From an optimization exercise on the open Yosys and OpenROAD flow, aimed at a short achievable clock period and few clock cycles; shortcuts taken in it are not production practice.
Function was not checked in any run shown here: the RTL went through the layout flow alone.
Power figures rest on the tool's default switching activity, not on a simulated workload.

==> design.v <==
module vixen_top (
    input  logic                clk,
    input  logic                rst_n,
    output logic                mem_en,
    output logic                mem_wr,
    output logic                mem_wide,
    output logic [16-1:0] mem_addr,
    output logic [16-1:0] mem_din,
    input  logic [16-1:0] mem_dout
);
    logic [15:0] rf [0:14];              
    logic        fn, fz, fc, fv;
    logic        halted;                 
    logic        jwait;                  
    logic        skipp;                  
    logic        jpend;                  
    logic        st_v;                   
    logic [3:0]  st_rb;                  
    logic [4:0]  st_off;
    logic [15:0] st_data;
    logic        wb_v;                   
    logic [3:0]  wb_rd;
    logic [15:0] wb_val;                 
    logic        bus_fetch;              
    logic        bus_ld;                 
    logic [3:0]  bus_rt;
    logic [15:0] lastf;                  
    logic [15:0] fpc;                    
    logic        ret_v;                  
    logic [15:0] ret_npc;                
    logic        ldd_v;                  
    logic [3:0]  ldd_rt;
    logic        ldd_wide;
    logic [1:0]  qcnt;
    logic [15:0] q_i  [0:2];
    logic [15:0] q_npc [0:2];
    logic [15:0] q_tgt [0:2];            
    logic        e_v;
    logic [15:0] e_npc, e_imm, e_tgt;
    logic [15:0] opA, opB, opBx;         
    logic [3:0]  e_rd, e_sh;
    logic [4:0]  e_off;
    logic        c_sum, c_movb, c_mvn, c_and, c_orr, c_eor, c_bic, c_shl, c_shr, c_imm;
    logic        c_cin_fc, c_cin_one;
    logic        c_wr, c_wnz, c_wc, c_wv;
    logic        c_ld, c_st, c_wide, c_br, c_bl, c_brd, c_pr, c_halt;
    logic        d_fq, d_v;
    logic [15:0] d_i, d_npc;
    assign d_fq  = qcnt != 2'd0;
    assign d_v   = d_fq | ret_v;
    assign d_i   = d_fq ? q_i[0] : mem_dout;
    assign d_npc = d_fq ? q_npc[0] : ret_npc;
    logic [15:0] ld_val;
    assign ld_val = ldd_wide ? mem_dout : {8'h00, mem_dout[15:8]};
    logic [4:0] d_op5;
    logic       d_alu, d_alu_ok, d_addi, d_sys, d_pr, d_nop, d_ld, d_st, d_movl, d_movh, d_br;
    logic       d_sub;
    assign d_op5 = d_i[12:8];
    assign d_alu = d_i[15:13] == 3'b000;
    always_comb begin
        case (d_op5)
            5'b00000, 5'b00001, 5'b00010, 5'b00011, 5'b00100, 5'b00101,
            5'b01100, 5'b01101, 5'b10100, 5'b10101, 5'b10110, 5'b10111,
            5'b11001, 5'b11010: d_alu_ok = 1'b1;
            default:            d_alu_ok = 1'b0;
        endcase
    end
    assign d_addi = d_i[15:13] == 3'b001 && d_i[3:0] != 4'hF;
    assign d_sys  = d_i[15:13] == 3'b001 && d_i[3:0] == 4'hF;
    assign d_pr   = d_sys && d_op5 == 5'b11111 && d_i[7:5] != 3'b111;
    assign d_nop  = d_i == 16'h3FEF;
    assign d_ld   = d_i[15:14] == 2'b01;
    assign d_st   = d_i[15:14] == 2'b10;
    assign d_movl = d_i[15:12] == 4'hC;
    assign d_movh = d_i[15:12] == 4'hD;
    assign d_br   = d_i[15:13] == 3'b111;
    assign d_sub  = d_alu && (d_op5 == 5'b00011 || d_op5 == 5'b00101 || d_op5 == 5'b01101);
    logic n_sum, n_movb, n_mvn, n_and, n_orr, n_eor, n_bic, n_shl, n_shr, n_imm;
    logic n_cin_fc, n_cin_one, n_wr, n_wnz, n_wc, n_wv, n_halt;
    always_comb begin
        n_sum = 1'b0; n_movb = 1'b0; n_mvn = 1'b0; n_and = 1'b0; n_orr = 1'b0;
        n_eor = 1'b0; n_bic = 1'b0; n_shl = 1'b0; n_shr = 1'b0; n_imm = 1'b0;
        n_cin_fc = 1'b0; n_cin_one = 1'b0;
        n_wr = 1'b0; n_wnz = 1'b0; n_wc = 1'b0; n_wv = 1'b0;
        n_halt = (d_sys && !d_pr && !d_nop) || (d_alu && !d_alu_ok);
        if (d_alu) begin
            case (d_op5)
                5'b00000: n_movb = 1'b1;
                5'b00001: n_mvn  = 1'b1;
                5'b01100, 5'b10111: n_and = 1'b1;
                5'b10100: n_orr  = 1'b1;
                5'b10101: n_eor  = 1'b1;
                5'b10110: n_bic  = 1'b1;
                5'b11001: n_shl  = 1'b1;
                5'b11010: n_shr  = 1'b1;
                default:  n_sum  = 1'b1;
            endcase
            n_cin_fc  = d_op5 == 5'b00010 || d_op5 == 5'b00011;
            n_cin_one = d_op5 == 5'b00101 || d_op5 == 5'b01101;
            if (d_alu_ok) begin
                n_wr  = !(d_op5 == 5'b01101 || d_op5 == 5'b10111);
                n_wnz = !(d_op5 == 5'b00000 || d_op5 == 5'b00001);
                n_wv  = d_op5 == 5'b00010 || d_op5 == 5'b00011 || d_op5 == 5'b00100 ||
                        d_op5 == 5'b00101 || d_op5 == 5'b01101;
                n_wc  = n_wv || d_op5 == 5'b11001 || d_op5 == 5'b11010;
            end
        end else if (d_addi) begin
            n_sum = 1'b1;
            n_wr = 1'b1; n_wnz = 1'b1; n_wc = 1'b1; n_wv = 1'b1;
        end else if (d_movl || d_movh) begin
            n_imm = 1'b1;
            n_wr  = 1'b1;
        end
    end
    function automatic logic [13:0] conds(input logic n, input logic z, input logic c, input logic v);
        conds = {z | (n ^ v), ~z & ~(n ^ v), n ^ v, ~(n ^ v), ~c | z, c & ~z,
                 ~v, v, ~n, n, ~c, c, ~z, z};
    endfunction
    logic [13:0] c_csel;
    logic        cond_true;
    assign cond_true = |(conds(fn, fz, fc, fv) & c_csel);
    logic        e_cin;
    logic [15:0] ag, ap, cy;
    logic [15:0] sum;
    logic        sum_c;
    assign e_cin = (c_cin_fc & fc) | c_cin_one;
    always_comb begin
        logic [15:0] g, p;
        g = opA & opBx;
        p = opA ^ opBx;
        g[0] = g[0] | (p[0] & e_cin);
        for (int l = 0; l < 4; l++) begin
            logic [15:0] g2, p2;
            g2 = g; p2 = p;
            for (int i = 0; i < 16; i++) begin
                if ((i >> l) & 1) begin
                    int j;
                    j = ((i >> l) << l) - 1;
                    g2[i] = g[i] | (p[i] & g[j]);
                    p2[i] = p[i] & p[j];
                end
            end
            g = g2; p = p2;
        end
        ag = g;                  
        ap = opA ^ opBx;
    end
    assign cy    = {ag[14:0], e_cin};
    assign sum   = ap ^ cy;
    assign sum_c = ag[15];
    logic z_sum;
    assign z_sum = &(ap ~^ {opA[14:0] | opBx[14:0], e_cin});
    logic [15:0] shl, shr;
    logic        shl_c, shr_c;
    assign {shl_c, shl} = {1'b0, opA} << e_sh;
    assign {shr, shr_c} = {opA, 1'b0} >> e_sh;
    logic [15:0] res_o, res;
    logic        res_c, res_n, res_z, res_v;
    assign res_o = ({16{c_movb}} & opB)  | ({16{c_mvn}} & ~opB) |
                   ({16{c_and}}  & (opA & opB)) | ({16{c_orr}} & (opA | opB)) |
                   ({16{c_eor}}  & (opA ^ opB)) | ({16{c_bic}} & (opA & ~opB)) |
                   ({16{c_shl}}  & shl) | ({16{c_shr}} & shr) | ({16{c_imm}} & e_imm);
    assign res   = res_o | ({16{c_sum}} & sum);
    assign res_c = (c_sum & sum_c) | (c_shl & shl_c) | (c_shr & shr_c);
    assign res_n = res[15];
    assign res_z = c_sum ? z_sum : res_o == 16'd0;
    assign res_v = res_n ^ opA[15] ^ opBx[15] ^ res_c;
    logic fn_n, fz_n, fc_n, fv_n;
    assign fn_n = e_v && c_wnz ? res_n : fn;
    assign fz_n = e_v && c_wnz ? res_z : fz;
    assign fc_n = e_v && c_wc  ? res_c : fc;
    assign fv_n = e_v && c_wv  ? res_v : fv;
    logic [15:0] ls_addr;
    assign ls_addr = opB + {11'd0, e_off};
    logic e_we, e_jmp, e_ld15, e_prfalse, e_halting;
    assign e_we      = e_v && c_wr && e_rd != 4'hF;
    assign e_jmp     = e_v && c_wr && e_rd == 4'hF;
    logic fwd_hit;
    assign fwd_hit   = c_wide && st_v && e_sh == st_rb && e_off == st_off;
    assign e_ld15    = e_v && c_ld && e_rd == 4'hF;
    logic e_jfast, e_jslow, e_hold;
    assign e_jfast   = e_jmp && (c_movb || c_imm);
    assign e_jslow   = e_jmp && !(c_movb || c_imm);
    assign e_hold    = e_ld15 || e_jslow;
    assign e_prfalse = e_v && c_pr && !cond_true;
    assign e_halting = e_v && c_halt;
    logic ld15_jump;
    assign ld15_jump = ldd_v && ldd_rt == 4'hF;
    logic        redirect;
    logic [15:0] tgt;
    always_comb begin
        redirect = 1'b0;
        tgt      = {ld_val[15:1], 1'b0};
        if (ld15_jump) begin
            redirect = 1'b1;
        end else if (jpend) begin
            redirect = 1'b1;
            tgt      = {wb_val[15:1], 1'b0};
        end else if (e_v && c_br && !c_brd) begin
            redirect = 1'b1;
            tgt      = e_tgt;
        end else if (e_jfast) begin
            redirect = 1'b1;
            tgt      = c_imm ? {e_imm[15:1], 1'b0} : {opB[15:1], 1'b0};
        end
    end
    logic haz, kill, block, adv, consumed;
    logic haz_q;
    assign haz_q = (e_v && c_ld && (q_i[0][3:0] == e_rd || q_i[0][7:4] == e_rd ||
                                    (q_i[0][15:12] == 4'hF && e_rd == 4'hE)))
                 || (bus_ld && (q_i[0][3:0] == bus_rt || q_i[0][7:4] == bus_rt));
    assign haz = d_fq ? haz_q : ((e_v && c_ld) || bus_ld);
    assign kill     = e_prfalse || skipp;
    assign block    = redirect || e_hold || jwait || e_halting || halted;
    assign adv      = d_v && !kill && !haz && !block;
    assign consumed = d_v && (adv || kill);
    logic        dred;
    logic [15:0] d_tgt;
    assign dred  = adv && d_br && !(e_v && (c_ld || c_st));
    logic [15:0] tgt_f, tgt_q;
    assign tgt_f = ret_npc + {{3{mem_dout[11]}}, mem_dout[11:0], 1'b0};
    assign tgt_q = q_tgt[0];
    assign d_tgt = d_fq ? tgt_q : tgt_f;
    logic [15:0] rfa_f, rfb_f, rfa_q, rfb_q, va, vb;
    logic [3:0]  fa_i, fb_i, qa_i, qb_i;
    assign fa_i = mem_dout[3:0];
    assign fb_i = mem_dout[7:4];
    assign qa_i = q_i[0][3:0];
    assign qb_i = q_i[0][7:4];
    assign rfa_f = fa_i == 4'hF ? d_npc : rf[fa_i];
    assign rfb_f = fb_i == 4'hF ? d_npc : rf[fb_i];
    assign rfa_q = qa_i == 4'hF ? d_npc : rf[qa_i];
    assign rfb_q = qb_i == 4'hF ? d_npc : rf[qb_i];
    function automatic logic [2:0] hits(input logic [3:0] k);
        hits = {e_we && k == e_rd, wb_v && k == wb_rd, ldd_v && k == ldd_rt && k != 4'hF};
    endfunction
    logic [2:0] h_fa, h_fb, h_qa, h_qb, h_a, h_b;
    assign h_fa = hits(fa_i);
    assign h_fb = hits(fb_i);
    assign h_qa = hits(qa_i);
    assign h_qb = hits(qb_i);
    assign h_a  = d_fq ? h_qa : h_fa;
    assign h_b  = d_fq ? h_qb : h_fb;
    logic s_ea, s_wa, s_la, s_qa, s_fa, s_eb, s_wb, s_lb, s_qb, s_fb;
    always_comb begin
        s_ea = d_fq ? h_qa[2] : h_fa[2];
        s_wa = d_fq ? (!h_qa[2] && h_qa[1]) : (!h_fa[2] && h_fa[1]);
        s_la = d_fq ? (!h_qa[2] && !h_qa[1] && h_qa[0]) : (!h_fa[2] && !h_fa[1] && h_fa[0]);
        s_qa = d_fq && h_qa == 3'b000;
        s_fa = !d_fq && h_fa == 3'b000;
        s_eb = d_fq ? h_qb[2] : h_fb[2];
        s_wb = d_fq ? (!h_qb[2] && h_qb[1]) : (!h_fb[2] && h_fb[1]);
        s_lb = d_fq ? (!h_qb[2] && !h_qb[1] && h_qb[0]) : (!h_fb[2] && !h_fb[1] && h_fb[0]);
        s_qb = d_fq && h_qb == 3'b000;
        s_fb = !d_fq && h_fb == 3'b000;
    end
    logic [15:0] vbx, subm, immx;
    assign subm = {16{d_sub}};
    assign immx = {{7{d_i[12]}}, d_i[12:4]};
    always_comb begin
        va  = ({16{s_ea}} & res) | ({16{s_wa}} & wb_val) | ({16{s_la}} & ld_val) |
              ({16{s_qa}} & rfa_q) | ({16{s_fa}} & rfa_f);
        vb  = ({16{s_eb}} & res) | ({16{s_wb}} & wb_val) | ({16{s_lb}} & ld_val) |
              ({16{s_qb}} & rfb_q) | ({16{s_fb}} & rfb_f);
        vbx = d_addi ? immx :
              (({16{s_eb}} & (res ^ subm)) | ({16{s_wb}} & (wb_val ^ subm)) |
               ({16{s_lb}} & (ld_val ^ subm)) | ({16{s_qb}} & (rfb_q ^ subm)) |
               ({16{s_fb}} & (rfb_f ^ subm)));
    end
    logic [1:0] cnt_next;
    logic       cons_sure, fetch_ok, pop;
    logic [1:0] cnt_in;
    logic [2:0] cnt_fl;
    assign cnt_in    = qcnt + {1'b0, ret_v};                     
    assign cnt_fl    = {1'b0, cnt_in} + {2'b0, bus_fetch};
    assign cnt_next  = consumed ? cnt_in - 2'd1 : cnt_in;
    assign cons_sure = d_v && (kill || !((e_v && c_ld) || bus_ld));
    assign fetch_ok  = cons_sure ? cnt_fl <= 3'd3 : cnt_fl <= 3'd2;
    assign pop       = consumed && d_fq;
    logic        n_en, n_bwr, n_wide, n_fetch, n_ld, use_tf;
    logic        b_en, b_bwr, b_wide, b_fetch, b_ld;
    logic [3:0]  n_rt;
    logic [15:0] n_addr, b_addr, dq_tgt;
    assign fpc = bus_fetch ? mem_addr : lastf;
    always_comb begin
        b_en    = 1'b0;
        b_bwr   = 1'b0;
        b_wide  = mem_wide;
        b_fetch = 1'b0;
        b_ld    = 1'b0;
        n_rt    = bus_rt;
        b_addr  = mem_addr;
        if (halted || e_halting) begin
            b_en = 1'b0;
        end else if (redirect) begin
            b_en = 1'b1; b_wide = 1'b1; b_fetch = 1'b1;
            b_addr = tgt;
        end else if (e_ld15 && fwd_hit) begin
            b_en = 1'b1; b_wide = 1'b1; b_fetch = 1'b1;
            b_addr = {st_data[15:1], 1'b0};
        end else if (e_v && (c_ld || c_st)) begin
            b_en = 1'b1; b_bwr = c_st; b_wide = c_wide; b_ld = c_ld; n_rt = e_rd;
            b_addr = ls_addr;
        end else if (!jwait && !e_jslow && fetch_ok) begin
            b_en = 1'b1; b_wide = 1'b1; b_fetch = 1'b1;
            b_addr = fpc + 16'd2;
        end
    end
    assign dq_tgt  = tgt_q;
    assign n_en    = dred | b_en;
    assign n_bwr   = !dred & b_bwr;
    assign n_wide  = dred | b_wide;
    assign n_fetch = dred | b_fetch;
    assign n_ld    = !dred & b_ld;
    assign n_addr  = dred ? dq_tgt : b_addr;
    assign use_tf  = dred && d_br && !d_fq;
    always_ff @(posedge clk) begin
        e_npc  <= d_npc;
        wb_val <= res;
        wb_rd  <= e_rd;
        e_tgt  <= d_tgt;
        e_imm  <= d_movh ? {d_i[11:4], 8'h00} : {8'h00, d_i[11:4]};
        e_rd   <= d_i[3:0];
        e_sh   <= d_i[7:4];
        for (int k = 0; k < 14; k++) c_csel[k] <= d_i[7:4] == 4'(k);
        e_off  <= d_i[12:8];
        opA    <= va;
        opB    <= vb;
        opBx   <= vbx;
        c_sum <= n_sum; c_movb <= n_movb; c_mvn <= n_mvn; c_and <= n_and; c_orr <= n_orr;
        c_eor <= n_eor; c_bic <= n_bic; c_shl <= n_shl; c_shr <= n_shr; c_imm <= n_imm;
        c_cin_fc <= n_cin_fc; c_cin_one <= n_cin_one;
        c_wr <= n_wr; c_wnz <= n_wnz; c_wc <= n_wc; c_wv <= n_wv;
        c_ld <= d_ld; c_st <= d_st; c_wide <= d_i[13];
        c_br <= d_br; c_bl <= d_i[12]; c_brd <= dred;
        c_pr <= d_pr; c_halt <= n_halt;
        ret_npc  <= mem_addr + 16'd2;
        ldd_rt   <= bus_rt;
        ldd_wide <= mem_wide;
        for (int i = 0; i < 3; i++) begin
            if (pop ? (i + 1 >= qcnt) : (i == qcnt)) begin
                q_i[i]  <= mem_dout;
                q_npc[i] <= ret_npc;
                q_tgt[i] <= tgt_f;
            end else if (pop) begin
                q_i[i]  <= q_i[i < 2 ? i + 1 : 2];
                q_npc[i] <= q_npc[i < 2 ? i + 1 : 2];
                q_tgt[i] <= q_tgt[i < 2 ? i + 1 : 2];
            end
        end
    end
    always_ff @(posedge clk) begin
        if (!rst_n) begin
            for (int i = 0; i < 15; i++) rf[i] <= 16'd0;
            fn <= 1'b0; fz <= 1'b0; fc <= 1'b0; fv <= 1'b0;
        end else begin
            if (ldd_v && ldd_rt != 4'hF)
                rf[ldd_rt] <= ld_val;
            if (wb_v)
                rf[wb_rd] <= wb_val;
            if (e_v && c_br && c_bl)
                rf[14] <= e_npc;
            fn <= fn_n; fz <= fz_n; fc <= fc_n; fv <= fv_n;
        end
    end
    always_ff @(posedge clk) begin
        if (!rst_n) begin
            halted    <= 1'b0;
            jwait     <= 1'b0;
            skipp     <= 1'b0;
            mem_en    <= 1'b1;           
            mem_wr    <= 1'b0;
            mem_wide  <= 1'b1;
            mem_addr  <= 16'h0000;
            bus_fetch <= 1'b1;
            bus_ld    <= 1'b0;
            bus_rt    <= 4'd0;
            lastf     <= 16'h0000;
            ret_v     <= 1'b0;
            ldd_v     <= 1'b0;
            qcnt      <= 2'd0;
            e_v       <= 1'b0;
            wb_v      <= 1'b0;
            jpend     <= 1'b0;
            st_v      <= 1'b0;
        end else begin
            if (e_halting) halted <= 1'b1;
            if (redirect)
                skipp <= 1'b0;
            else if (e_prfalse && !d_v)
                skipp <= 1'b1;
            else if (skipp && d_v)
                skipp <= 1'b0;
            ret_v <= bus_fetch && !redirect && !e_hold && !dred;
            ldd_v <= bus_ld;
            e_v   <= adv;
            wb_v  <= e_we;
            jpend <= e_jslow;
            if (e_v && c_st) begin
                st_v    <= c_wide && e_sh != 4'hF;
                st_rb   <= e_sh;
                st_off  <= e_off;
                st_data <= opA;
            end else if (e_v && (((c_wr || c_ld) && e_rd == st_rb) || (c_br && c_bl && st_rb == 4'hE))) begin
                st_v    <= 1'b0;
            end
            if (redirect || e_hold || dred)
                qcnt <= 2'd0;
            else
                qcnt <= cnt_next;
            if (e_ld15 && !fwd_hit) jwait <= 1'b1;
            else if (ld15_jump) jwait <= 1'b0;
            bus_fetch <= n_fetch;
            bus_ld    <= n_ld;
            bus_rt    <= n_rt;
            mem_wr    <= n_bwr;
            mem_en    <= n_en;
            mem_wide  <= n_wide;
            mem_addr  <= use_tf ? tgt_f : n_addr;
            lastf     <= fpc;
        end
    end
    always_ff @(posedge clk) begin
        mem_din <= opA;
    end
endmodule
==> run.sh <==
#!/bin/bash
# synth_recipe.tcl (not shown) runs the flow's synth.tcl, then flattens the netlist and writes it again
# the make line also repeats each setting of config.mk as NAME=value (left out here)
make -C /OpenROAD-flow-scripts/flow DESIGN_CONFIG=/design/flow/config.mk WORK_HOME=/design/flow/orfs CLKGATE_MAP_FILE= SYNTH_SCRIPT=/design/flow/synth_recipe.tcl finish
==> config.mk <==
export PLATFORM = sky130hd
export DESIGN_NAME = vixen_top
export DESIGN_NICKNAME = vixen_top
export VERILOG_FILES = /design/flow/design.v
export SDC_FILE = /design/flow/constraint.sdc
export NUM_CORES = 4
export LEC_CHECK = 0
export ABC_CLOCK_PERIOD_IN_PS = 2500
export CAP_MARGIN = 30
export CORE_MARGIN = 2
export CORE_UTILIZATION = 40
export SETUP_SLACK_MARGIN = 5
export SLEW_MARGIN = 30
==> constraint.sdc <==
create_clock -name core_clock -period 8.0 [get_ports {clk}]
set_input_delay 1.6000 -clock core_clock [delete_from_list [all_inputs] [get_ports {clk}]]
set_output_delay 1.6000 -clock core_clock [all_outputs]
set_load 0.01 [all_outputs]
==> impl_metrics.env, run 1 <==
export IMPL_setup_worst_path_end="fv"
export IMPL_synth_edf_count=421
export IMPL_synth_top_cells_by_count="nand2_1 (723), edfxtp_1 (421), o21ai_0 (384), mux4_2 (285), dfxtp_1 (266)"
export IMPL_detail_route_first_pass_iterations=11
export IMPL_place_hpwl_mm=117
export IMPL_ys_seq_elements=687
export IMPL_synth_seq_area_share_pct=42.2
export IMPL_yosysTopAreaCell="edfxtp_1"
export IMPL_postSynthNetCount=4259
export IMPL_worst_hold_path_type="reg2reg"
export IMPL_initial_utilization_pct=40.4
export IMPL_cts_buffers=79
export IMPL_finalMaxSlewViolations=0
export IMPL_grt_start_max_net_pins=65
export IMPL_post_synth_main_area_contributors="edfxtp_1 (30%), mux4_2 (15%), dfxtp_1 (12%), nand2_1 (6.4%), o21ai_0 (4.5%)"
export IMPL_worst_slew_margin_rel_pct=28.8
export IMPL_flow_area_growth_from_synthesis_pct=24.9
export IMPL_cts_max_path_buffers=3
export IMPL_worst_r2r_startpoint="opA[0]"
export IMPL_place_gp_congestion=0.970
export IMPL_root_buffer="clkbuf_16"
export IMPL_finalSetupViolations=0
export IMPL_total_congestion_overflow=0
export IMPL_drt_antenna_violating_nets=0
export IMPL_use_met3_pct=9.86
export IMPL_tightest_slew_ps=1070
export IMPL_worst_ir_drop_vdd_uv=215
export IMPL_worstReg2RegEnd="fv"
export IMPL_worst_setup_path_start_kind="flop"
export IMPL_drive_above_1_share_pct=30.5
export IMPL_highest_attainable_clock_frequency_mhz=294
export IMPL_placement_rows=119
export IMPL_synth_cell_type_count=95
export IMPL_synth_most_common_cell="nand2_1"
export IMPL_path_max_fanout=6
export IMPL_floorplan_die_height_um=330
export IMPL_rr_worst_depth=13
export IMPL_yosysTopAreaCellShare_pct=29.7
export IMPL_cp_capture_type="flop"
export IMPL_dominantRegCellSynth="edfxtp_1"
export IMPL_synth_avg_cell_area_um2=10.3
export IMPL_tritoncts="yes"
export IMPL_routed_via_count=38100
export IMPL_power_w=0.0200
export IMPL_grt_usage_pct=32.1
export IMPL_die_w_um=330
export IMPL_postSynth_asyncResetShare_pct=0
export IMPL_wire_length_of_the_first_global_routing_pass_mm=255
export IMPL_syn_inst=4127
export IMPL_number_of_hold_violations_in_the_final_report=0
export IMPL_finalCriticalPeriod_ps=3400
export IMPL_worst_clock_skew_ps=24.8
export IMPL_core_um2=105000
export IMPL_maxCapViolCount=0
export IMPL_outcome="timing/DRC/antenna clean"
export IMPL_drc_errors=0
export IMPL_reg2reg_setup_slack_ps=4600
export IMPL_synth_area_um2=42600
export IMPL_route_detailed_vias_per_inst=6.60
export IMPL_io_pins=53
export IMPL_cts_hold_repair_buffers=0
export IMPL_dr_first_iter_drc_count=5326
export IMPL_timing_setup_tns_ps=0
export IMPL_grt_pass1_vias=35700
export IMPL_wl_per_cell_um=31.3
export IMPL_clkSlewWorstSetupHoldPaths_ps=60
export IMPL_power_static_leakage_nw=19.9
export IMPL_yosysWarningCount=4
export IMPL_cts_htree_levels=3
export IMPL_timing_setup_critical_path_class="reg2reg"
export IMPL_use_met2_pct=47.1
export IMPL_num_nets_final=4450
export IMPL_part_of_the_cycle_the_worst_path_needs_pct=42.5
export IMPL_cellPowerDensity_nw_per_um2=376
export IMPL_worst_skew_pair_latency_ps=670
export IMPL_numPortBuffers=52
export IMPL_cp_data_required_time_ps=8580
export IMPL_totalWireLength_mm=181
export IMPL_fill_cells=9258
export IMPL_grt_busiest_layer="met2"
export IMPL_initial_antenna_violation_count=5
export IMPL_clock_sinks=687
export IMPL_die_area_um2=109000
export IMPL_grt_use_met1_pct=42.1
export IMPL_crit_path_start="opA[0]"
export IMPL_rsz0062_at_grt="true"
export IMPL_worst_ep_arrival_time_ps=3970
[logic make-up after synthesis]
kind of cell             synth area share (%)
AND/OR/NAND/NOR                          12.8
flip-flops                               42.2
XOR/XNOR                                 3.08
AO/OA/AOI/OAI                            14.1
multiplexers                             19.9
adder cells (fa/ha/maj)                  3.47
buffers and inverters                    4.51
[metal layers]
metal,wire (µm),vias up,share of wire (%)
met1,65700,18600,36
met2,76900,3058,42
met3,25000,700,14
met5,71,-,0.039
met4,13300,6,7.3
li1,-,15800,-
[worst max-delay path: stages (launching register included)]
cell,delay (ps)
dfxtp_4,420
clkinvlp_4,160
fa_2,390
fa_2,390
nor2b_4,170
o31ai_4,80
buf_6,130
a211o_1,340
a21oi_2,250
nor3_2,80
xnor2_1,120
a21o_2,310
xnor2_4,190
a311oi_1,250
[repair_timing]
action | CTS | global route
endpoints found under the setup margin | 865 | 518
resized for setup | 495 | 190
buffers inserted | 206 | 70
gates cloned | 28 | 5
pin swaps | 115 | 92
[flip-flops by register name, summed over array words and instances, names as in the netlist, 5 cells and up, named ones only]
| signal | count |
|---|---|
| mem_addr | 16 |
| q_i | 48 |
| wb_val | 16 |
| st_data | 15 |
| lastf | 16 |
| mem_din | 16 |
| rf | 256 |
| ret_npc | 16 |
| c_csel | 14 |
| opBx | 16 |
| e_npc | 15 |
| e_imm | 16 |
| e_off | 5 |
| q_npc | 45 |
| e_tgt | 16 |
| q_tgt | 48 |
| st_off | 5 |
| opB | 16 |
| opA | 16 |
[power breakdown]
| part | leakage (nW) | switching (W) | internal, W |
|---|---|---|---|
| Clock | 1.35 | 0.00164 | 0.00220 |
| Sequential | 6.46 | 0.00125 | 0.00491 |
| Combinational | 12.1 | 0.00579 | 0.00424 |
| Total | 19.9 | 0.00868 | 0.0114 |
[area by class of cell]
type	instances	area (µm²)	area share, %
Timing Repair Buffer	449	4950	9.30
Clock buffer	99	2190	4.11
Inverter	126	499	0.938
Multi-Input combinational cell	2975	25200	47.3
Tap cell	1391	1740	3.27
Antenna cell	1	2.50	0.00470
Clock inverter	49	553	1.04
Sequential cell	687	18100	34.0
[metrics by stage]
stage | utilization, % | setup WS [ps] | cells | instance area [µm²] | hold WS (ps)
after detailed placement | 42.5 | 3160 | 5319 | 44800 | 405
final | 50.5 | 4600 | 5777 | 53200 | 393
after global routing | 50.5 | 4580 | 5776 | 53200 | 396
after floorplan | - | 4350 | 4127 | 43700 | 326
after CTS | 49.1 | 4650 | 5701 | 51700 | 399
after global placement | 42.5 | 3200 | 5318 | 44800 | 407
[placed cells by master, fill, tap and decap left out, types with 66 or more instances in the layout]
cell / n
ha_1: 92
mux2i_1: 113
xnor2_1: 66
xor2_1: 67
inv_1: 105
o21ai_0: 328
dfxtp_1: 204
buf_4: 275
a21oi_1: 146
clkbuf_16: 85
nor2_1: 223
edfxtp_1: 421
nand2_1: 695
mux4_2: 285
[worst min-delay path by stage]
stage / startpoint / endpoint / slack, ps / cells after the start
floorplan: e_rd[0] / wb_rd[0] / 330 / 0
global placement: bus_rt[3] / ldd_rt[3] / 410 / 0
detailed placement: bus_rt[0] / ldd_rt[0] / 400 / 0
CTS: mem_wide / ldd_wide / 400 / 0
global route: mem_wide / ldd_wide / 400 / 0
finish: mem_wide / ldd_wide / 390 / 0
==> run 2: changes to the inputs <==
--- a/design.v
+++ b/design.v
@@ -32,9 +32,8 @@
     logic [3:0]  ldd_rt;
     logic        ldd_wide;
     logic [1:0]  qcnt;
-    logic [15:0] q_i  [0:2];
-    logic [15:0] q_npc [0:2];
-    logic [15:0] q_tgt [0:2];            
+    logic [15:0] q_i  [0:1];
+    logic [15:0] q_npc [0:1];
     logic        e_v;
     logic [15:0] e_npc, e_imm, e_tgt;
     logic [15:0] opA, opB, opBx;         
@@ -116,9 +115,10 @@
         conds = {z | (n ^ v), ~z & ~(n ^ v), n ^ v, ~(n ^ v), ~c | z, c & ~z,
                  ~v, v, ~n, n, ~c, c, ~z, z};
     endfunction
-    logic [13:0] c_csel;
+    logic [13:0] cond_vec, c_csel;
     logic        cond_true;
-    assign cond_true = |(conds(fn, fz, fc, fv) & c_csel);
+    always_comb for (int k = 0; k < 14; k++) c_csel[k] = e_sh == 4'(k);    
+    assign cond_true = |(cond_vec & c_csel);
     logic        e_cin;
     logic [15:0] ag, ap, cy;
     logic [15:0] sum;
@@ -219,7 +219,7 @@
     assign dred  = adv && d_br && !(e_v && (c_ld || c_st));
     logic [15:0] tgt_f, tgt_q;
     assign tgt_f = ret_npc + {{3{mem_dout[11]}}, mem_dout[11:0], 1'b0};
-    assign tgt_q = q_tgt[0];
+    assign tgt_q = q_npc[0] + {{3{q_i[0][11]}}, q_i[0][11:0], 1'b0};
     assign d_tgt = d_fq ? tgt_q : tgt_f;
     logic [15:0] rfa_f, rfb_f, rfa_q, rfb_q, va, vb;
     logic [3:0]  fa_i, fb_i, qa_i, qb_i;
@@ -275,7 +275,7 @@
     assign cnt_fl    = {1'b0, cnt_in} + {2'b0, bus_fetch};
     assign cnt_next  = consumed ? cnt_in - 2'd1 : cnt_in;
     assign cons_sure = d_v && (kill || !((e_v && c_ld) || bus_ld));
-    assign fetch_ok  = cons_sure ? cnt_fl <= 3'd3 : cnt_fl <= 3'd2;
+    assign fetch_ok  = consumed ? cnt_fl <= 3'd2 : cnt_fl <= 3'd1;     
     assign pop       = consumed && d_fq;
     logic        n_en, n_bwr, n_wide, n_fetch, n_ld, use_tf;
     logic        b_en, b_bwr, b_wide, b_fetch, b_ld;
@@ -322,7 +322,6 @@
         e_imm  <= d_movh ? {d_i[11:4], 8'h00} : {8'h00, d_i[11:4]};
         e_rd   <= d_i[3:0];
         e_sh   <= d_i[7:4];
-        for (int k = 0; k < 14; k++) c_csel[k] <= d_i[7:4] == 4'(k);
         e_off  <= d_i[12:8];
         opA    <= va;
         opB    <= vb;
@@ -337,15 +336,13 @@
         ret_npc  <= mem_addr + 16'd2;
         ldd_rt   <= bus_rt;
         ldd_wide <= mem_wide;
-        for (int i = 0; i < 3; i++) begin
+        for (int i = 0; i < 2; i++) begin
             if (pop ? (i + 1 >= qcnt) : (i == qcnt)) begin
                 q_i[i]  <= mem_dout;
                 q_npc[i] <= ret_npc;
-                q_tgt[i] <= tgt_f;
             end else if (pop) begin
-                q_i[i]  <= q_i[i < 2 ? i + 1 : 2];
-                q_npc[i] <= q_npc[i < 2 ? i + 1 : 2];
-                q_tgt[i] <= q_tgt[i < 2 ? i + 1 : 2];
+                q_i[i]  <= q_i[1];
+                q_npc[i] <= q_npc[1];
             end
         end
     end
@@ -353,7 +350,9 @@
         if (!rst_n) begin
             for (int i = 0; i < 15; i++) rf[i] <= 16'd0;
             fn <= 1'b0; fz <= 1'b0; fc <= 1'b0; fv <= 1'b0;
+            cond_vec <= conds(1'b0, 1'b0, 1'b0, 1'b0);
         end else begin
+            cond_vec <= conds(fn_n, fz_n, fc_n, fv_n);
             if (ldd_v && ldd_rt != 4'hF)
                 rf[ldd_rt] <= ld_val;
             if (wb_v)
==> impl_metrics.env, run 2 <==
export IMPL_synth_top_cells_by_count="nand2_1 (459), o21ai_0 (371), edfxtp_1 (344), mux4_2 (298), dfxtp_1 (262)"
export IMPL_worst_skew_pair_latency_ps=660
export IMPL_drive_above_1_share_pct=33.7
export IMPL_timing_setup_tns_ps=0
export IMPL_yosys_area_share_simple_pct=11.3
export IMPL_yosysWarningCount=3
export IMPL_initial_utilization_pct=40.5
export IMPL_postSynth_asyncResetShare_pct=0
export IMPL_place_detailed_instances=4897
export IMPL_worst_clock_skew_ps=38.9
export IMPL_worst_r2r_startpoint="opA[15]"
export IMPL_worst_hold_path_type="reg2reg"
export IMPL_synthesized_area_fraction_occupied_by_adder_cells_pct=4.20
export IMPL_timing_setup_critical_path_class="reg2reg"
export IMPL_totalWireLength_mm=183
export IMPL_final_cell_mix="nand2_1 (430), edfxtp_1 (344), mux4_2 (298)"
export IMPL_place_gp_congestion=0.951
export IMPL_place_hpwl_mm=110
export IMPL_setup_worst_path_end="cond_vec[13]"
export IMPL_ys_seq_elements=606
export IMPL_cts_max_path_buffers=3
export IMPL_route_detailed_vias_per_inst=6.90
export IMPL_reg2reg_setup_slack_ps=4480
export IMPL_multi_input_area_um2=24900
export IMPL_synth_seq_area_share_pct=39.1
export IMPL_met1Wirelength_mm=64.4
export IMPL_largest_register="rf"
export IMPL_yosysTopAreaCell="edfxtp_1"
export IMPL_dr_first_iter_drc_count=6440
export IMPL_cp_data_required_time_ps=8530
export IMPL_dominant_combinational_cell_family_by_area_after_synthesis="multiplexers"
export IMPL_tightest_slew_ps=1160
export IMPL_num_nets_final=4167
export IMPL_tritoncts="yes"
export IMPL_worst_ir_drop_vdd_uv=231
export IMPL_post_synth_xor_area_fraction_pct=3.20
export IMPL_final_seq_area_um2=15700
export IMPL_drt_antenna_violating_nets=0
export IMPL_root_buffer="clkbuf_16"
export IMPL_outcome="timing/DRC/antenna clean"
export IMPL_io_pins=53
export IMPL_synth_area_um2=39900
export IMPL_synth_most_common_cell="nand2_1"
export IMPL_syn_inst=3791
export IMPL_number_of_hold_violations_in_the_final_report=0
export IMPL_grt_pass1_vias=34500
export IMPL_initial_antenna_violation_count=9
export IMPL_grt_usage_pct=34.0
export IMPL_worst_ep_arrival_time_ps=4050
export IMPL_wire_length_of_the_first_global_routing_pass_mm=253
export IMPL_die_area_um2=102000
export IMPL_maxCapViolCount=0
export IMPL_highest_signal_layer="met5"
export IMPL_postSynthNetCount=3938
export IMPL_rr_worst_depth=10
export IMPL_worst_setup_path_start_kind="flop"
export IMPL_highest_attainable_clock_frequency_mhz=284
export IMPL_wl_per_cell_um=34.0
export IMPL_hold_ws_ps=388
export IMPL_dr_wl_met2_mm=76.9
export IMPL_floorplan_die_height_um=320
export IMPL_part_of_the_cycle_the_worst_path_needs_pct=44.0
export IMPL_cp_capture_type="flop"
export IMPL_clock_sinks=606
export IMPL_placement_rows=115
export IMPL_hp_start="mem_wide"
export IMPL_clkSlewWorstSetupHoldPaths_ps=70
export IMPL_rsz0062_at_grt="true"
export IMPL_die_w_um=320
export IMPL_finalSetupViolations=0
export IMPL_flow_area_growth_from_synthesis_pct=27.0
export IMPL_layoutNonFillerInstCount=5364
export IMPL_synth_avg_cell_area_um2=10.5
export IMPL_crit_path_start="opA[15]"
export IMPL_cts_buffers=70
export IMPL_synth_cell_type_count=90
export IMPL_largest_register_ffs=256
export IMPL_post_synth_main_area_contributors="edfxtp_1 (26%), mux4_2 (17%), dfxtp_1 (13%), o21ai_0 (4.7%), nand2_1 (4.3%)"
export IMPL_yosysTopAreaCellShare_pct=25.9
export IMPL_finalCriticalPeriod_ps=3520
export IMPL_fill_cells=8398
export IMPL_cellPowerDensity_nw_per_um2=363
export IMPL_routed_via_count=37000
export IMPL_numPortBuffers=52
export IMPL_synth_mux_area_fraction_pct=22.7
export IMPL_drc_errors=0
export IMPL_fraction_of_the_mapped_netlist_area_in_compound_gates_pct=14.9
export IMPL_finalMaxSlewViolations=0
export IMPL_final_common_cell="nand2_1"
export IMPL_detail_route_first_pass_iterations=6
export IMPL_met3WireLength_mm=26.8
export IMPL_total_congestion_overflow=0
export IMPL_grt_start_max_net_pins=65
export IMPL_power_static_leakage_nw=18.8
export IMPL_worst_slew_margin_rel_pct=22.7
export IMPL_synth_edf_count=344
export IMPL_cts_htree_levels=3
export IMPL_path_max_fanout=4
export IMPL_registers_with_the_highest_flip_flop_counts="rf (256), q_i (32), q_npc (32)"
export IMPL_worstReg2RegEnd="cond_vec[13]"
export IMPL_core_um2=98600
export IMPL_dominantRegCellSynth="edfxtp_1"
-- run 2: cell count changes after synthesis, sizes merged, moves of 17 or more --
| cell | before | now |
|---|---|---|
| mux2 | 63 | 86 |
| o21ai | 391 | 374 |
| a21oi | 195 | 156 |
| nand2 | 725 | 459 |
| edfxtp | 421 | 344 |
| buf | 116 | 91 |
-- run 2: what timing repair did --
action,in CTS,in global routing
hold buffers,0,0
pin swaps,115,86
resized for setup,505,157
endpoints found under the setup margin,789,383
endpoints found under the hold margin,0,0
setup buffers,219,70
gates cloned,38,10
-- run 2: how the worst min path moves through the flow --
stage / cells past startpoint / to / slack [ps]
detailed placement: 0 / ldd_wide / 380
CTS: 0 / ldd_wide / 380
global route: 0 / ldd_wide / 420
global placement: 0 / ldd_wide / 370
finish: 0 / ldd_wide / 390
floorplan: 0 / wb_rd[0] / 330
-- run 2: cell type report --
cell class,instances,area share [%]
Clock inverter,33,0.536
Antenna cell,2,0.00988
Sequential cell,606,31.0
Clock buffer,94,3.82
Inverter,134,1.09
Timing Repair Buffer,477,11.3
Multi-Input combinational cell,2731,49.1
Tap cell,1287,3.18
-- run 2: kinds of logic after synthesis --
group	count (synthesis)
muxes	520
buffers and inverters	458
and+or+nand+nor	1013
xor gates and xnor gates	144
DFF	606
adders and majority gates	129
AOI/OAI and AO/OA	921
-- run 2: worst max-delay path, cell delays in order (launching register included) --
cell and delay, ps:
dfxtp_4 400, inv_4 50, ha_4 230, a222oi_1 320, nand4_1 300, a2111oi_4 510, o41ai_4 160, or3_4 460
xnor3_2 430, o211a_1 290, o31a_1 240
-- run 2: power by group --
group          internal, W  total (W)  switching (W)
logic              0.00432    0.00993        0.00562
registers          0.00411    0.00521        0.00110
clock network      0.00180    0.00323        0.00143
total               0.0102     0.0184        0.00814
-- run 2: metrics by stage --
step           setup WS (ps)  utilization, %  total power [W]  cell area, µm²
4_1_cts                 4520            49.9           0.0175           49200
6_report                4480            51.4           0.0184           50600
5_1_grt                 4440            51.4           0.0189           50600
3_3_place_gp            2360            42.8           0.0129           42200
3_5_place_dp            3000            42.9           0.0130           42300
2_1_floorplan           4200               -           0.0102           41200
-- run 2: routing by layer --
layer / GRT usage, % / vias to the layer above
met5: 0 / -
met4: 20.4 / 12
met3: 12.0 / 790
met2: 49.9 / 3327
met1: 43.1 / 18000
li1: - / 14900
==> run 3: changes to the inputs <==
--- a/design.v
+++ b/design.v
@@ -32,8 +32,8 @@
     logic [3:0]  ldd_rt;
     logic        ldd_wide;
     logic [1:0]  qcnt;
-    logic [15:0] q_i  [0:1];
-    logic [15:0] q_npc [0:1];
+    logic [15:0] q_i  [0:2];
+    logic [15:0] q_npc [0:2];
     logic        e_v;
     logic [15:0] e_npc, e_imm, e_tgt;
     logic [15:0] opA, opB, opBx;         
@@ -117,37 +117,36 @@
     endfunction
     logic [13:0] cond_vec, c_csel;
     logic        cond_true;
-    always_comb for (int k = 0; k < 14; k++) c_csel[k] = e_sh == 4'(k);    
     assign cond_true = |(cond_vec & c_csel);
     logic        e_cin;
-    logic [15:0] ag, ap, cy;
+    logic [15:0] ag, at, ap, cy;
     logic [15:0] sum;
     logic        sum_c;
     assign e_cin = (c_cin_fc & fc) | c_cin_one;
     always_comb begin
-        logic [15:0] g, p;
+        logic [15:0] g, t;
         g = opA & opBx;
-        p = opA ^ opBx;
-        g[0] = g[0] | (p[0] & e_cin);
+        t = opA | opBx;
         for (int l = 0; l < 4; l++) begin
-            logic [15:0] g2, p2;
-            g2 = g; p2 = p;
+            logic [15:0] g2, t2;
+            g2 = g; t2 = t;
             for (int i = 0; i < 16; i++) begin
                 if ((i >> l) & 1) begin
                     int j;
                     j = ((i >> l) << l) - 1;
-                    g2[i] = g[i] | (p[i] & g[j]);
-                    p2[i] = p[i] & p[j];
+                    g2[i] = g[i] | (t[i] & g[j]);
+                    t2[i] = t[i] & t[j];
                 end
             end
-            g = g2; p = p2;
+            g = g2; t = t2;
         end
         ag = g;                  
+        at = t;                  
         ap = opA ^ opBx;
     end
-    assign cy    = {ag[14:0], e_cin};
+    assign cy    = {ag[14:0] | (at[14:0] & {15{e_cin}}), e_cin};
     assign sum   = ap ^ cy;
-    assign sum_c = ag[15];
+    assign sum_c = ag[15] | (at[15] & e_cin);
     logic z_sum;
     assign z_sum = &(ap ~^ {opA[14:0] | opBx[14:0], e_cin});
     logic [15:0] shl, shr;
@@ -275,7 +274,7 @@
     assign cnt_fl    = {1'b0, cnt_in} + {2'b0, bus_fetch};
     assign cnt_next  = consumed ? cnt_in - 2'd1 : cnt_in;
     assign cons_sure = d_v && (kill || !((e_v && c_ld) || bus_ld));
-    assign fetch_ok  = consumed ? cnt_fl <= 3'd2 : cnt_fl <= 3'd1;     
+    assign fetch_ok  = cons_sure ? cnt_fl <= 3'd3 : cnt_fl <= 3'd2;
     assign pop       = consumed && d_fq;
     logic        n_en, n_bwr, n_wide, n_fetch, n_ld, use_tf;
     logic        b_en, b_bwr, b_wide, b_fetch, b_ld;
@@ -322,6 +321,7 @@
         e_imm  <= d_movh ? {d_i[11:4], 8'h00} : {8'h00, d_i[11:4]};
         e_rd   <= d_i[3:0];
         e_sh   <= d_i[7:4];
+        for (int k = 0; k < 14; k++) c_csel[k] <= d_i[7:4] == 4'(k);
         e_off  <= d_i[12:8];
         opA    <= va;
         opB    <= vb;
@@ -336,13 +336,13 @@
         ret_npc  <= mem_addr + 16'd2;
         ldd_rt   <= bus_rt;
         ldd_wide <= mem_wide;
-        for (int i = 0; i < 2; i++) begin
+        for (int i = 0; i < 3; i++) begin
             if (pop ? (i + 1 >= qcnt) : (i == qcnt)) begin
                 q_i[i]  <= mem_dout;
                 q_npc[i] <= ret_npc;
             end else if (pop) begin
-                q_i[i]  <= q_i[1];
-                q_npc[i] <= q_npc[1];
+                q_i[i]  <= q_i[i < 2 ? i + 1 : 2];
+                q_npc[i] <= q_npc[i < 2 ? i + 1 : 2];
             end
         end
     end
==> impl_metrics.env, run 3 <==
export IMPL_ys_seq_elements=652
export IMPL_yosysTopAreaCellShare_pct=26.9
export IMPL_largest_register="rf"
export IMPL_timing_setup_tns_ps=0
export IMPL_place_gp_congestion=0.956
export IMPL_finalMaxSlewViolations=0
export IMPL_yosysTopAreaCell="edfxtp_1"
export IMPL_rsz0062_at_grt="true"
export IMPL_root_buffer="clkbuf_16"
export IMPL_grt_start_max_net_pins=60
export IMPL_placement_rows=118
export IMPL_registers_with_the_highest_flip_flop_counts="rf (256), q_i (48), q_npc (48)"
export IMPL_worst_setup_path_start_kind="input port"
export IMPL_synth_avg_cell_area_um2=10.5
export IMPL_grt_usage_pct=33.9
export IMPL_worst_slew_margin_rel_pct=24.9
export IMPL_cellPowerDensity_nw_per_um2=362
export IMPL_cts_htree_levels=3
export IMPL_worst_clock_skew_ps=36.0
export IMPL_post_synth_main_area_contributors="edfxtp_1 (27%), mux4_2 (15%), dfxtp_1 (13%), o21ai_0 (4.6%), nand2_1 (4.5%)"
export IMPL_dominant_combinational_cell_family_by_area_after_synthesis="multiplexers"
export IMPL_timing_setup_critical_path_class="in2reg"
export IMPL_clkSlewWorstSetupHoldPaths_ps=60
export IMPL_initial_utilization_pct=40.5
export IMPL_worst_ir_drop_vdd_uv=228
export IMPL_dominantRegCellSynth="edfxtp_1"
export IMPL_cp_capture_type="flop"
export IMPL_synth_edf_count=376
export IMPL_cts_max_path_buffers=3
export IMPL_tritoncts="yes"
export IMPL_finalCriticalPeriod_ps=3280
export IMPL_synthesized_area_fraction_occupied_by_adder_cells_pct=3.89
export IMPL_io_pins=53
export IMPL_postSynthNetCount=4135
export IMPL_finalInstanceArea_um2=53400
export IMPL_drive_above_1_share_pct=34.7
export IMPL_yosysWarningCount=3
export IMPL_outcome="timing/DRC/antenna clean"
export IMPL_syn_inst=3989
export IMPL_synth_most_common_cell="nand2_1"
export IMPL_synth_mux_area_fraction_pct=21.8
export IMPL_largest_register_ffs=256
export IMPL_core_um2=104000
export IMPL_numPortBuffers=52
export IMPL_part_of_the_cycle_the_worst_path_needs_pct=41.0
export IMPL_wl_per_cell_um=33.1
export IMPL_floorplan_die_height_um=328
export IMPL_highest_attainable_clock_frequency_mhz=305
export IMPL_wire_length_of_the_first_global_routing_pass_mm=264
export IMPL_post_synth_xor_area_fraction_pct=3.50
export IMPL_drc_errors=0
export IMPL_detail_route_first_pass_iterations=9
export IMPL_drt_antenna_violating_nets=0
export IMPL_yosys_area_share_simple_pct=11.3
export IMPL_dr_first_iter_drc_count=6188
export IMPL_num_nets_final=4398
export IMPL_grt_pass1_vias=35900
export IMPL_die_w_um=328
export IMPL_flow_area_growth_from_synthesis_pct=27.3
export IMPL_cp_data_required_time_ps=8540
export IMPL_worst_r2r_startpoint="qcnt[1]"
export IMPL_synth_cell_type_count=106
export IMPL_routed_via_count=38300
export IMPL_die_area_um2=108000
export IMPL_place_hpwl_mm=117
export IMPL_postSynth_asyncResetShare_pct=0
export IMPL_cell_area_placed_um2=44300
export IMPL_hold_ws_ps=402
export IMPL_power_static_leakage_nw=20.0
export IMPL_total_congestion_overflow=0
export IMPL_route_detailed_vias_per_inst=6.73
export IMPL_synth_top_cells_by_count="nand2_1 (501), o21ai_0 (389), edfxtp_1 (376), mux4_2 (283), dfxtp_1 (276)"
export IMPL_crit_path_start="mem_dout[0]"
export IMPL_path_max_fanout=6
export IMPL_final_cell_mix="nand2_1 (468), edfxtp_1 (376), buf_4 (311)"
export IMPL_finalSetupViolations=0
export IMPL_synth_area_um2=42000
export IMPL_final_common_cell="nand2_1"
export IMPL_cts_hold_repair_buffers=0
export IMPL_number_of_hold_violations_in_the_final_report=0
export IMPL_fraction_of_the_mapped_netlist_area_in_compound_gates_pct=14.6
export IMPL_tightest_slew_ps=1120
export IMPL_hp_start="mem_wide"
export IMPL_maxCapViolCount=0
export IMPL_totalWireLength_mm=189
export IMPL_synth_seq_area_share_pct=40.1
export IMPL_worst_skew_pair_latency_ps=670
export IMPL_initial_antenna_violation_count=6
export IMPL_worst_ep_arrival_time_ps=3820
export IMPL_cts_buffers=75
export IMPL_clock_sinks=652
export IMPL_reg2reg_setup_slack_ps=4850
export IMPL_worst_hold_path_type="reg2reg"
run 3: changes by cell type after synthesis, sizes merged, moves of 20 or more:
cell	change
buf	+33
o21ai	+31
xnor2	+26
mux2i	+26
a21oi	+30
nand2	+43
o22ai	-20
edfxtp	+32
run 3: report_power, final:
part	switching (W)	leakage, nW	internal (W)
clock	0.00154	1.20	0.00202
sequential	0.00122	6.10	0.00451
combinational	0.00569	12.7	0.00437
total	0.00845	20.0	0.0109
run 3: kinds of logic (layout without fill, tap and decap cells):
group,count (synthesis),count (layout)
mux,542,543
xor+xnor,168,168
flops,652,652
compound gates,964,964
fa+ha+maj,128,128
simple gates,1055,1060
buf+inv,480,795
other cells,0,3
run 3: final cells by class:
type	count	area, µm²
Fill cell	8901	50300
Multi-Input combinational cell	2863	25800
Sequential cell	652	17000
Timing Repair Buffer	518	5880
Clock buffer	96	2040
Tap cell	1380	1730
Inverter	141	586
Clock inverter	39	420
Antenna cell	3	7.51
Timing Repair inverter	1	5.00
run 3: path summary, 6_finish.rpt:
check             end  cells past startpoint
max            opA[7]                     12
min          ldd_wide                      0
max reg2reg   opBx[6]                      7
min reg2reg  ldd_wide                      0
run 3: worst max-delay path: stages:
cell and delay [ps]:
buf_16 120, buf_6 100, buf_8 130, buf_16 130, buf_12 140, buf_12 120, mux4_2 510, mux4_2 540
nand2_2 100, o21ai_2 60, a21oi_2 160, o21ai_1 90
run 3: metal layers:
layer  share of wire, %  GRT usage [%]
met1                 36           42.9
met2                 43           50.4
met4                7.8           21.2
met5              0.030         0.0444
met3                 13           10.7
run 3: stage by stage:
| stage | setup slack [ps] | instances | total power [W] | utilization (%) |
|---|---|---|---|---|
| detailed placement | 2730 | 5179 | 0.0136 | 42.7 |
| global placement | 2560 | 5170 | 0.0135 | 42.6 |
| CTS | 4790 | 5592 | 0.0183 | 49.7 |
| floorplan | 4440 | 3989 | 0.0107 | - |
| finish | 4720 | 5693 | 0.0194 | 51.5 |
| global route | 4650 | 5690 | 0.0199 | 51.5 |
run 3: timing repair:
item	CTS	global route
gates cloned	36	6
resized for setup	545	221
pin swaps	113	122
buffers inserted	242	92
endpoints found under the setup margin	858	242
==> run 4: changes to the inputs <==
--- a/design.v
+++ b/design.v
@@ -226,8 +226,19 @@
     assign fb_i = mem_dout[7:4];
     assign qa_i = q_i[0][3:0];
     assign qb_i = q_i[0][7:4];
-    assign rfa_f = fa_i == 4'hF ? d_npc : rf[fa_i];
-    assign rfb_f = fb_i == 4'hF ? d_npc : rf[fb_i];
+    logic [15:0] dec_fa, dec_fb;
+    always_comb begin
+        for (int k = 0; k < 16; k++) begin
+            dec_fa[k] = fa_i == 4'(k);
+            dec_fb[k] = fb_i == 4'(k);
+        end
+        rfa_f = {16{dec_fa[15]}} & d_npc;
+        rfb_f = {16{dec_fb[15]}} & d_npc;
+        for (int k = 0; k < 15; k++) begin
+            rfa_f = rfa_f | ({16{dec_fa[k]}} & rf[k]);
+            rfb_f = rfb_f | ({16{dec_fb[k]}} & rf[k]);
+        end
+    end
     assign rfa_q = qa_i == 4'hF ? d_npc : rf[qa_i];
     assign rfb_q = qb_i == 4'hF ? d_npc : rf[qb_i];
     function automatic logic [2:0] hits(input logic [3:0] k);
==> impl_metrics.env, run 4 <==
export IMPL_worstReg2RegEnd="opBx[14]"
export IMPL_numPortBuffers=52
export IMPL_cp_capture_type="flop"
export IMPL_path_max_fanout=6
export IMPL_cp_data_required_time_ps=8540
export IMPL_ys_seq_elements=652
export IMPL_worst_clock_skew_ps=37.4
export IMPL_tritoncts="yes"
export IMPL_critical_path_top_cell_by_count="nor2b_4"
export IMPL_critical_path_buf_inv_count=3
export IMPL_num_nets_final=4527
export IMPL_fraction_of_the_mapped_netlist_area_in_compound_gates_pct=19.2
export IMPL_floorplan_die_height_um=323
export IMPL_worst_skew_pair_latency_ps=670
export IMPL_synth_area_um2=40700
export IMPL_worst_ir_drop_vdd_uv=197
export IMPL_reg2reg_setup_slack_ps=4620
export IMPL_detail_route_first_pass_iterations=12
export IMPL_synth_top_cells_by_count="nand2_1 (469), o21ai_0 (379), edfxtp_1 (376), dfxtp_1 (276), clkbuf_1 (272)"
export IMPL_cts_max_path_buffers=3
export IMPL_place_hpwl_mm=133
export IMPL_finalCriticalPeriod_ps=3440
export IMPL_hold_critical_path_endpoint="ldd_rt[3]"
export IMPL_worst_slack_ps=4560
export IMPL_drive_above_1_share_pct=32.5
export IMPL_largest_register_ffs=256
export IMPL_dr_first_iter_drc_count=6156
export IMPL_wl_per_cell_um=34.6
export IMPL_power_static_leakage_nw=19.8
export IMPL_route_detailed_vias_per_inst=6.79
export IMPL_syn_inst=4070
export IMPL_power_w=0.0191
export IMPL_core_um2=100000
export IMPL_final_cell_mix="nand2_1 (442), edfxtp_1 (376), buf_4 (330)"
export IMPL_grt_start_max_net_pins=65
export IMPL_critical_path_cell_chain="buf_16 -> buf_12 -> nor2b_4 -> nor2b_4 -> buf_6 -> a222oi_1 -> o2111ai_2 -> nor3_4 -> o221ai_2 -> a221o_1 -> o211ai_1 -> o21ai_1"
export IMPL_totalWireLength_mm=200
export IMPL_crit_path_max_incr_delay_ps=410
export IMPL_routed_via_count=39400
export IMPL_synth_cell_type_count=88
export IMPL_post_synth_xor_area_fraction_pct=3.32
export IMPL_yosysWarningCount=3
export IMPL_outcome="timing/DRC/antenna clean"
export IMPL_synth_mux_area_fraction_pct=15.1
export IMPL_die_area_um2=104000
export IMPL_synth_edf_count=376
export IMPL_final_common_cell="nand2_1"
export IMPL_synth_avg_cell_area_um2=9.99
export IMPL_synthesized_area_fraction_occupied_by_adder_cells_pct=4.01
export IMPL_dominant_combinational_cell_family_by_area_after_synthesis="compound AO/OA/AOI/OAI gates"
export IMPL_part_of_the_cycle_the_worst_path_needs_pct=43.0
export IMPL_root_buffer="clkbuf_16"
export IMPL_tightest_slew_ps=1120
export IMPL_die_w_um=323
export IMPL_placement_rows=116
export IMPL_dominantRegCellSynth="edfxtp_1"
export IMPL_cellPowerDensity_nw_per_um2=361
export IMPL_worst_setup_path_start_kind="input port"
export IMPL_drc_errors=0
export IMPL_finalSetupViolations=0
export IMPL_place_ws_ps=2920
export IMPL_hp_start="bus_rt[3]"
export IMPL_io_pins=53
export IMPL_yosys_area_share_simple_pct=12.6
export IMPL_clock_sinks=652
export IMPL_worst_slew_margin_rel_pct=25.0
export IMPL_hold_path_cell_count=0
export IMPL_initial_antenna_violation_count=6
export IMPL_postSynthNetCount=4216
export IMPL_registers_with_the_highest_flip_flop_counts="rf (256), q_i (48), q_npc (48)"
export IMPL_synth_seq_area_share_pct=41.3
export IMPL_grt_pass1_vias=36600
export IMPL_fill_cells=8852
export IMPL_cell_family_with_the_largest_share_of_critical_path_delay="compound AO/OA/AOI/OAI gates"
export IMPL_highest_attainable_clock_frequency_mhz=290
export IMPL_worst_hold_path_type="reg2reg"
export IMPL_finalMaxSlewViolations=0
export IMPL_post_synth_main_area_contributors="edfxtp_1 (28%), dfxtp_1 (14%), mux4_2 (9.2%), o21ai_0 (4.7%), nand2_1 (4.3%)"
export IMPL_postSynth_asyncResetShare_pct=0
export IMPL_cp_slowest_cell="a222oi_1"
export IMPL_timing_setup_tns_ps=0
export IMPL_cts_htree_levels=3
export IMPL_initial_utilization_pct=40.5
export IMPL_timing_setup_critical_path_class="in2reg"
export IMPL_rsz0062_at_grt="true"
export IMPL_yosysTopAreaCellShare_pct=27.8
export IMPL_largest_register="rf"
export IMPL_number_of_hold_violations_in_the_final_report=0
export IMPL_grt_usage_pct=37.3
export IMPL_synth_most_common_cell="nand2_1"
export IMPL_total_congestion_overflow=0
export IMPL_maxCapViolCount=0
export IMPL_place_gp_congestion=1.03
export IMPL_drt_antenna_violating_nets=0
export IMPL_worst_ep_arrival_time_ps=3980
export IMPL_yosysTopAreaCell="edfxtp_1"
export IMPL_wire_length_of_the_first_global_routing_pass_mm=278
export IMPL_rr_worst_depth=12
export IMPL_worst_r2r_startpoint="opA[4]"
export IMPL_flow_area_growth_from_synthesis_pct=30.2
export IMPL_clkSlewWorstSetupHoldPaths_ps=60
export IMPL_cts_buffers=75
## run 4: cell type report
type / instances / area [µm²] / share of cell area [%]
inverter: 144 / 611 / 1.15
tap: 1357 / 1700 / 3.21
sequential: 652 / 17000 / 32.1
clock buffer: 99 / 2110 / 3.99
clock inverter: 36 / 358 / 0.676
antenna: 2 / 5.00 / 0.00945
multi-input combinational: 2949 / 25200 / 47.5
timing repair buffer: 559 / 6020 / 11.4
## run 4: cell families (layout without fill, tap and decap cells)
group | count (synthesis) | after routing
AOI/OAI and AO/OA | 1159 | 1160
and+or+nand+nor | 1115 | 1116
DFF | 652 | 652
buffers and inverters | 472 | 838
muxes | 390 | 391
xor gates and xnor gates | 154 | 154
adders and majority gates | 128 | 128
other | 0 | 2
## run 4: power breakdown
part | total (W) | internal (W) | leakage (nW) | switching, W
Clock | 0.00355 | 0.00203 | 1.21 | 0.00153
Combinational | 0.00999 | 0.00426 | 12.4 | 0.00573
Sequential | 0.00558 | 0.00450 | 6.10 | 0.00108
## run 4: worst max-delay path by stage
stage / from / cells past startpoint / endpoint / slack (ps)
2_1_floorplan: mem_dout[5] / 12 / opBx[14] / 4270
3_3_place_gp: mem_dout[4] / 12 / opBx[14] / 3000
3_5_place_dp: mem_dout[4] / 12 / opBx[14] / 2920
4_1_cts: mem_dout[4] / 13 / opBx[14] / 4690
5_1_grt: mem_dout[4] / 15 / opBx[11] / 4460
6_report: mem_dout[4] / 12 / opBx[13] / 4560
## run 4: metrics by stage
stage,hold slack [ps],cell area (µm²),std cells,util (%)
final,414,53000,5798,52.7
after global routing,416,53000,5796,52.7
after CTS,412,51200,5715,51.0
after detailed placement,404,43800,5284,43.6
after global placement,399,43700,5279,43.5
after floorplan,329,42400,4070,-
## run 4: metal layers
| metal | part of all wire (%) | global-route usage (%) |
|---|---|---|
| met1 | 37 | 48.7 |
| met2 | 43 | 54.9 |
| met3 | 14 | 11.6 |
| met4 | 7.1 | 20.4 |
| met5 | 0.024 | 0 |
## run 4: repair_timing
item,in CTS,in global routing
buffers inserted,269,75
gates resized for setup,621,243
endpoints found under the setup margin,808,348
hold buffers,0,0
cloned,27,5
pin swaps,170,184

## re-timing with driven ports
How much do the figures lean on ideal ports? The routed layouts below were timed once more, with nothing changed but the port constraints.
Step 1 (the two cells are an assumption about what drives the block):
set clk [get_ports {clk}]
set_driving_cell -lib_cell sky130_fd_sc_hd__clkbuf_16 $clk
set_driving_cell -lib_cell sky130_fd_sc_hd__buf_2 [delete_from_list [all_inputs] $clk]
Step 2, shift: input delay + t, output delay - t, t = (earliest + latest rising clock arrival at the registers) / 2. This alone moves slack from input paths to output paths.
a / b / c = ideal ports / drivers / drivers and shift; a / b = the first two.
run | shift t [ns] | setup slack, ns | clock arrival spread, ns | cell pins on the clock port's net
run 1 | 0.732 | 4.603 / 4.578 / 3.847 | 0.036 / 0.035 | 1
run 2 | 0.703 | 4.481 / 4.462 / 3.759 | 0.039 / 0.040 | 1
run 3 | 0.728 | 4.724 / 4.520 / 3.792 | 0.036 / 0.036 | 1
run 4 | 0.720 | 4.556 / 4.426 / 3.706 | 0.037 / 0.037 | 1
After both steps every run listed still meets setup and hold. For run 3, which loses most, drivers alone change the setup slack by -0.204 ns; drivers and shift together by -0.932 ns.
